Source: an optimization exercise on an open RTL-to-GDS flow (aim: small area and a short achievable clock period). Production flows keep margins and buffers that such runs may drop.
In this exercise RTL edits were held to simulation tests only and were not proved equivalent to the original.
Power figures rest on the tool's default switching activity, not on a simulated workload.

==> inputs of run D <==
## relu_maxpool
module relu_maxpool
(
    input  logic              clk,
    input  logic              rst,
    input  logic              clear,
    input  logic              start,
    input  logic [DIM_W-1:0]  map_width,
    input  logic [DIM_W-1:0]  map_height,
    input  logic [DATA_W-1:0] in_data,
    input  logic              in_valid,
    output logic [POOL_W-1:0] out,
    output logic              done,
    output logic              frame_done,
    output logic              busy,
    output logic              cfg_err
);
clock: 5.5 ns
lec_check: 0
cap_margin: 20
core_margin: 2
core_utilization: 60
cts_cluster_diameter: 120
cts_cluster_size: 30
setup_slack_margin: 3.0
slew_margin: 20
synth_hierarchical: 1
run.sh (not shown) runs the stock make flow with config.mk's settings and CLKGATE_MAP_FILE= SYNTH_SCRIPT=/design/flow/synth_recipe.tcl, a recipe that flattens the netlist after the stock synthesis.
==> inputs of run C, as changes to run D <==
==> flow/design.v (replaced) <==
package cnn_pkg;
    localparam int DATA_W   = 21;
    localparam int POOL_W   = DATA_W - 1;
    localparam int MAX_W    = 256;
    localparam int DIM_W    = 9;
    localparam int LB_DEPTH = MAX_W / 2;
    localparam int LB_AW    = $clog2(LB_DEPTH);
    localparam logic [DIM_W-1:0] MAX_W_DIM = DIM_W'(MAX_W);
    typedef enum logic {
        IDLE = 1'b0,
        RUN  = 1'b1
    } state_t;
endpackage
import cnn_pkg::*;
module pool_line_buffer
(
    input  logic              clk,
    input  logic              sh,
    input  logic [POOL_W-1:0] din,
    input  logic [7:0]        fsel,
    input  logic [15:0]       csel,
    output logic [POOL_W-1:0] tap
);
    localparam int NF = 8;
    localparam int NC = 119;
    logic [POOL_W-1:0] f [NF];
    logic [POOL_W-1:0] c [NC];
    logic [POOL_W-1:0] g;
    always_comb begin
        g = '0;
        for (int i = 0; i < NF; i++) begin
            g = g | (f[i] & {POOL_W{fsel[i]}});
        end
        tap = g & {POOL_W{csel[0]}};
        for (int a = 1; a < 16; a++) begin
            tap = tap | (c[8*a-2] & {POOL_W{csel[a]}});
        end
    end
    always_ff @(posedge clk) begin
        if (sh) begin
            f[0] <= din;
            for (int i = 1; i < NF; i++) begin
                f[i] <= f[i-1];
            end
            c[0] <= g;
            for (int j = 1; j < NC; j++) begin
                c[j] <= c[j-1];
            end
        end
    end
endmodule
import cnn_pkg::*;
module relu_maxpool
(
    input  logic              clk,
    input  logic              rst,
    input  logic              clear,
    input  logic              start,
    input  logic [DIM_W-1:0]  map_width,
    input  logic [DIM_W-1:0]  map_height,
    input  logic [DATA_W-1:0] in_data,
    input  logic              in_valid,
    output logic [POOL_W-1:0] out,
    output logic              done,
    output logic              frame_done,
    output logic              busy,
    output logic              cfg_err
);
    logic               busy_q, done_q, frame_done_q, cfg_err_q;
    logic [DIM_W-1:0]   w_q, ccnt_q, rcnt_q;      
    logic               lastc_q, lastr_q, codd_q, rodd_q;
    logic [POOL_W-1:0]  m_q;                      
    logic [POOL_W-1:0]  pm_q;                     
    logic [POOL_W-1:0]  lb_q;                     
    logic [POOL_W-1:0]  out_q;
    logic               sh_q;                     
    logic [7:0]         fsel_q;
    logic [15:0]        csel_q;
    logic               p1_q;
    logic               accept, pair_ev, dims_ok;
    logic [POOL_W-1:0]  vraw, m_d, pm_d, lb_d, lbv, tap;
    logic               neg, lb_use, lastp_q;
    logic [6:0]         sp1_q;
    logic               rsel_q;                   
    logic [7:0]         fsel_d;
    logic [15:0]        csel_d;
    always_comb begin
        vraw    = in_data[POOL_W-1:0];
        neg     = in_data[DATA_W-1];
        accept  = busy_q && in_valid;
        pair_ev = accept && codd_q;
        dims_ok = (map_width >= DIM_W'(2)) && (map_width <= MAX_W_DIM) &&
                  (map_height >= DIM_W'(2));
        lb_use  = busy_q && (rodd_q ^ lastp_q);
        lb_d    = (lb_use && !p1_q) ? tap : '0;
        lbv     = rsel_q ? pm_q : lb_q;
    end
    pool_max u_max_even (.a(lbv), .v(vraw), .neg(neg), .y(m_d));
    pool_max u_max_odd  (.a(m_q), .v(vraw), .neg(neg), .y(pm_d));
    always_comb begin
        fsel_d = '0;
        csel_d = '0;
        if (sp1_q <= 7'd8) begin
            fsel_d[sp1_q[2:0] - 3'd1] = 1'b1;
            csel_d[0] = 1'b1;
        end else begin
            fsel_d[sp1_q[2:0]] = 1'b1;
            csel_d[sp1_q[6:3]] = 1'b1;
        end
    end
    always_ff @(posedge clk) begin
        sp1_q  <= w_q[8] ? 7'd127 : w_q[7:1] - 7'd1;    
        p1_q   <= (w_q[8:1] == 8'd1);
        fsel_q <= fsel_d;
        csel_q <= csel_d;
    end
    always_ff @(posedge clk) begin
        if (rst || clear) begin
            busy_q       <= 1'b0;
            done_q       <= 1'b0;
            frame_done_q <= 1'b0;
            out_q        <= '0;
            if (rst) begin
                cfg_err_q <= 1'b0;
            end
        end else begin
            done_q       <= pair_ev && rodd_q;
            frame_done_q <= accept && lastc_q && lastr_q;
            if (!busy_q && start) begin
                if (dims_ok) begin
                    busy_q    <= 1'b1;
                    cfg_err_q <= 1'b0;
                end else begin
                    cfg_err_q <= 1'b1;
                end
            end
            if (accept && lastc_q && lastr_q) begin
                busy_q <= 1'b0;
            end
            if (pair_ev && rodd_q) begin
                out_q <= pm_d;
            end
        end
    end
    always_ff @(posedge clk) begin
        if (!busy_q && start) begin
            w_q     <= map_width;
            ccnt_q  <= map_width;
            rcnt_q  <= map_height;
            lastc_q <= 1'b0;
            lastp_q <= (map_width <= DIM_W'(3));
            lastr_q <= 1'b0;
            codd_q  <= 1'b0;
            rodd_q  <= 1'b0;
            rsel_q  <= 1'b0;
        end else if (accept) begin
            if (lastc_q) begin
                ccnt_q  <= w_q;
                lastc_q <= 1'b0;
                lastp_q <= (w_q <= DIM_W'(3));
                codd_q  <= 1'b0;
                rcnt_q  <= rcnt_q - DIM_W'(1);
                lastr_q <= (rcnt_q == DIM_W'(2));
                rodd_q  <= !rodd_q;
                rsel_q  <= p1_q && !rodd_q;
            end else begin
                ccnt_q  <= ccnt_q - DIM_W'(1);
                lastc_q <= (ccnt_q == DIM_W'(2));
                lastp_q <= (ccnt_q <= DIM_W'(3));
                codd_q  <= !codd_q;
            end
        end
        if (!codd_q) begin
            m_q <= m_d;
        end
        if (codd_q) begin
            pm_q <= pm_d;
        end
        if (codd_q || !busy_q) begin
            lb_q <= lb_d;
        end
        sh_q <= pair_ev;
    end
    pool_line_buffer u_line_buf (
        .clk  (clk),
        .sh   (sh_q),
        .din  (pm_q),
        .fsel (fsel_q),
        .csel (csel_q),
        .tap  (tap)
    );
    assign out        = out_q;
    assign done       = done_q;
    assign frame_done = frame_done_q;
    assign busy       = busy_q;
    assign cfg_err    = cfg_err_q;
endmodule
module pool_max
(
    input  logic [POOL_W-1:0] a,
    input  logic [POOL_W-1:0] v,
    input  logic              neg,
    output logic [POOL_W-1:0] y
);
    localparam int LV = $clog2(POOL_W);
    logic [POOL_W-1:0] g [LV+1];
    logic [POOL_W-1:0] e [LV+1];
    for (genvar i = 0; i < POOL_W; i++) begin : g_bit0
        pool_max_bit u_b (.a(a[i]), .v(v[i]), .neg(neg), .g(g[0][i]), .e(e[0][i]));
    end
    for (genvar k = 0; k < LV; k++) begin : g_lv
        for (genvar i = 0; i < POOL_W; i++) begin : g_bit
            if (i + (1 << k) < POOL_W) begin : g_comb
                if (k % 2 == 0) begin : g_t
                    pool_max_ct u_c (.gh(g[k][i+(1<<k)]), .eh(e[k][i+(1<<k)]),
                                     .gl(g[k][i]), .el(e[k][i]),
                                     .gn(g[k+1][i]), .en(e[k+1][i]));
                end else begin : g_n
                    pool_max_cn u_c (.gnh(g[k][i+(1<<k)]), .enh(e[k][i+(1<<k)]),
                                     .gnl(g[k][i]), .enl(e[k][i]),
                                     .g(g[k+1][i]), .e(e[k+1][i]));
                end
            end else begin : g_pass
                pool_max_inv u_i (.a(g[k][i]), .y(g[k+1][i]));
                pool_max_inv u_j (.a(e[k][i]), .y(e[k+1][i]));
            end
        end
    end
    for (genvar i = 0; i < POOL_W; i++) begin : g_out
        if (i == POOL_W - 1) begin : g_top
            assign y[i] = a[i] | (v[i] & ~neg);
        end else if (LV % 2 == 1) begin : g_low
            pool_max_out u_o (.a(a[i]), .v(v[i]), .neg(neg),
                              .gn(g[LV][i+1]), .en(e[LV][i+1]), .y(y[i]));
        end else begin : g_low_t
            pool_max_out u_o (.a(a[i]), .v(v[i]), .neg(neg),
                              .gn(~g[LV][i+1]), .en(~e[LV][i+1]), .y(y[i]));
        end
    end
endmodule
module pool_max_bit
(
    input  logic a,
    input  logic v,
    input  logic neg,
    output logic g,
    output logic e
);
    logic b;
    assign b = v & ~neg;
    assign g = a & ~b;
    assign e = ~(a ^ b);
endmodule
module pool_max_ct
(
    input  logic gh,
    input  logic eh,
    input  logic gl,
    input  logic el,
    output logic gn,
    output logic en
);
    assign gn = ~(gh | (eh & gl));
    assign en = ~(eh & el);
endmodule
module pool_max_cn
(
    input  logic gnh,
    input  logic enh,
    input  logic gnl,
    input  logic enl,
    output logic g,
    output logic e
);
    assign g = ~(gnh & (enh | gnl));
    assign e = ~(enh | enl);
endmodule
module pool_max_inv
(
    input  logic a,
    output logic y
);
    assign y = ~a;
endmodule
module pool_max_out
(
    input  logic a,
    input  logic v,
    input  logic neg,
    input  logic gn,
    input  logic en,
    output logic y
);
    logic b;
    assign b = v & ~neg;
    assign y = (a & ~(gn & en)) | (b & gn);
endmodule
==> flow/config.mk (replaced) <==
export PLATFORM = sky130hd
export DESIGN_NAME = relu_maxpool
export DESIGN_NICKNAME = relu_maxpool
export VERILOG_FILES = /design/flow/design.v
export SDC_FILE = /design/flow/constraint.sdc
export NUM_CORES = 4
export LEC_CHECK = 0
export CAP_MARGIN = 20
export CORE_MARGIN = 2
export CORE_UTILIZATION = 50
export CTS_CLUSTER_DIAMETER = 120
export CTS_CLUSTER_SIZE = 30
export SETUP_SLACK_MARGIN = 3.2
export SLEW_MARGIN = 20
export SYNTH_HIERARCHICAL = 1
==> comparison <==
Run C produced a clean layout. Run D passed the timing, design-rule and antenna checks.
Between run D and run C, the lower maximum frequency is in run D (gap about 2.8%, measured against run C).
Final cell count: run C is larger than run D (7.9%).
In run D the global-route usage is higher than in run C, by 2.1 points.
Between run D and run C, the lower wire length is in run D (gap 8.3%, measured against run C).
Between run D and run C, the lower clock-buffer cell count is in run C (gap 18).
Of run D and run C, run C has the higher via count (gap 2.8%, measured against run C).
In run D the area after synthesis is smaller than in run C, by about 1.5%.
Sequential share of layout area: run C is lower than run D (0.95 points).
Between run C and run D, the lower clock power is in run D (gap about 2.6%, measured against run D).
==> figures <==
Layout cell share with drive strength beyond 1: run D 11.5%; run C 13.5%
Routed length on met1: run D 70,700 µm; run C 73,400 µm
Final WL: run D 138,000 µm; run C 151,000 µm
Met2 Usage GRT: run D 25.5%; run C 22.9%
Number of sinks handled by clock tree synthesis: run D 2,660; run C 2,690
Met3 Routed Length: run D 6790 µm; run C 8650 µm
Slowest library cell on the worst path: run D sky130_fd_sc_hd__ha_2; run C sky130_fd_sc_hd__dfxtp_4
Fraction of area in multi-input gates: run D 7.48%; run C 8.33%
Synth-to-Final Area Change: run D 8.49%; run C 9.23%
Status: run D finished clean; run C finished clean
Signal arrival time at the worst endpoint: run D 3070 ps; run C 2980 ps
Area of the die: run D 0.148 mm²; run C 0.180 mm²
Final critical delay including setup and external delays: run D 2550 ps; run C 2480 ps
Latest clock arrival within the worst-skew pair: run D 750 ps; run C 770 ps
Maximum frequency from static timing analysis: run D 392 MHz; run C 403 MHz
Maximum number of pins on one net before global-route repair: run D 207; run C 191
Met3 usage: run D 2.23%; run C 2.98%
Total power consumption of the routed design: run D 32,300 µW; run C 32,900 µW
Critical hold path startpoint: run D u_line_buf.c[1][6]; run C u_line_buf.c[12][9]
Seq_cells: run D 2,660; run C 2,690

## static timing again, ports no longer ideal
No port has a modelled driver above. Below, the same layouts with a new extraction and two added sets of constraints.
Step 1 assumes that a clkbuf_16 drives the clock port and a buf_2 every other input.
Step 2, shift: input delay + t, output delay - t, t = (earliest + latest rising clock arrival at the registers) / 2. This alone moves slack from input paths to output paths.
a / b / c = no drivers / after step 1 / after step 2; a / b = the first two.
run | t (ns) | setup WS [ns] | worst setup path after step 2 | cell pins on the clock port's net
run D | 0.801 | 2.950 / 2.972 / 2.171 | input to register | 1
run C | 0.831 | 3.021 / 3.021 / 2.377 | input to register | 1
After both steps setup and hold are still met in every run listed. For run D, which loses most, drivers alone change the setup slack by +0.022 ns; drivers and shift together by -0.779 ns.
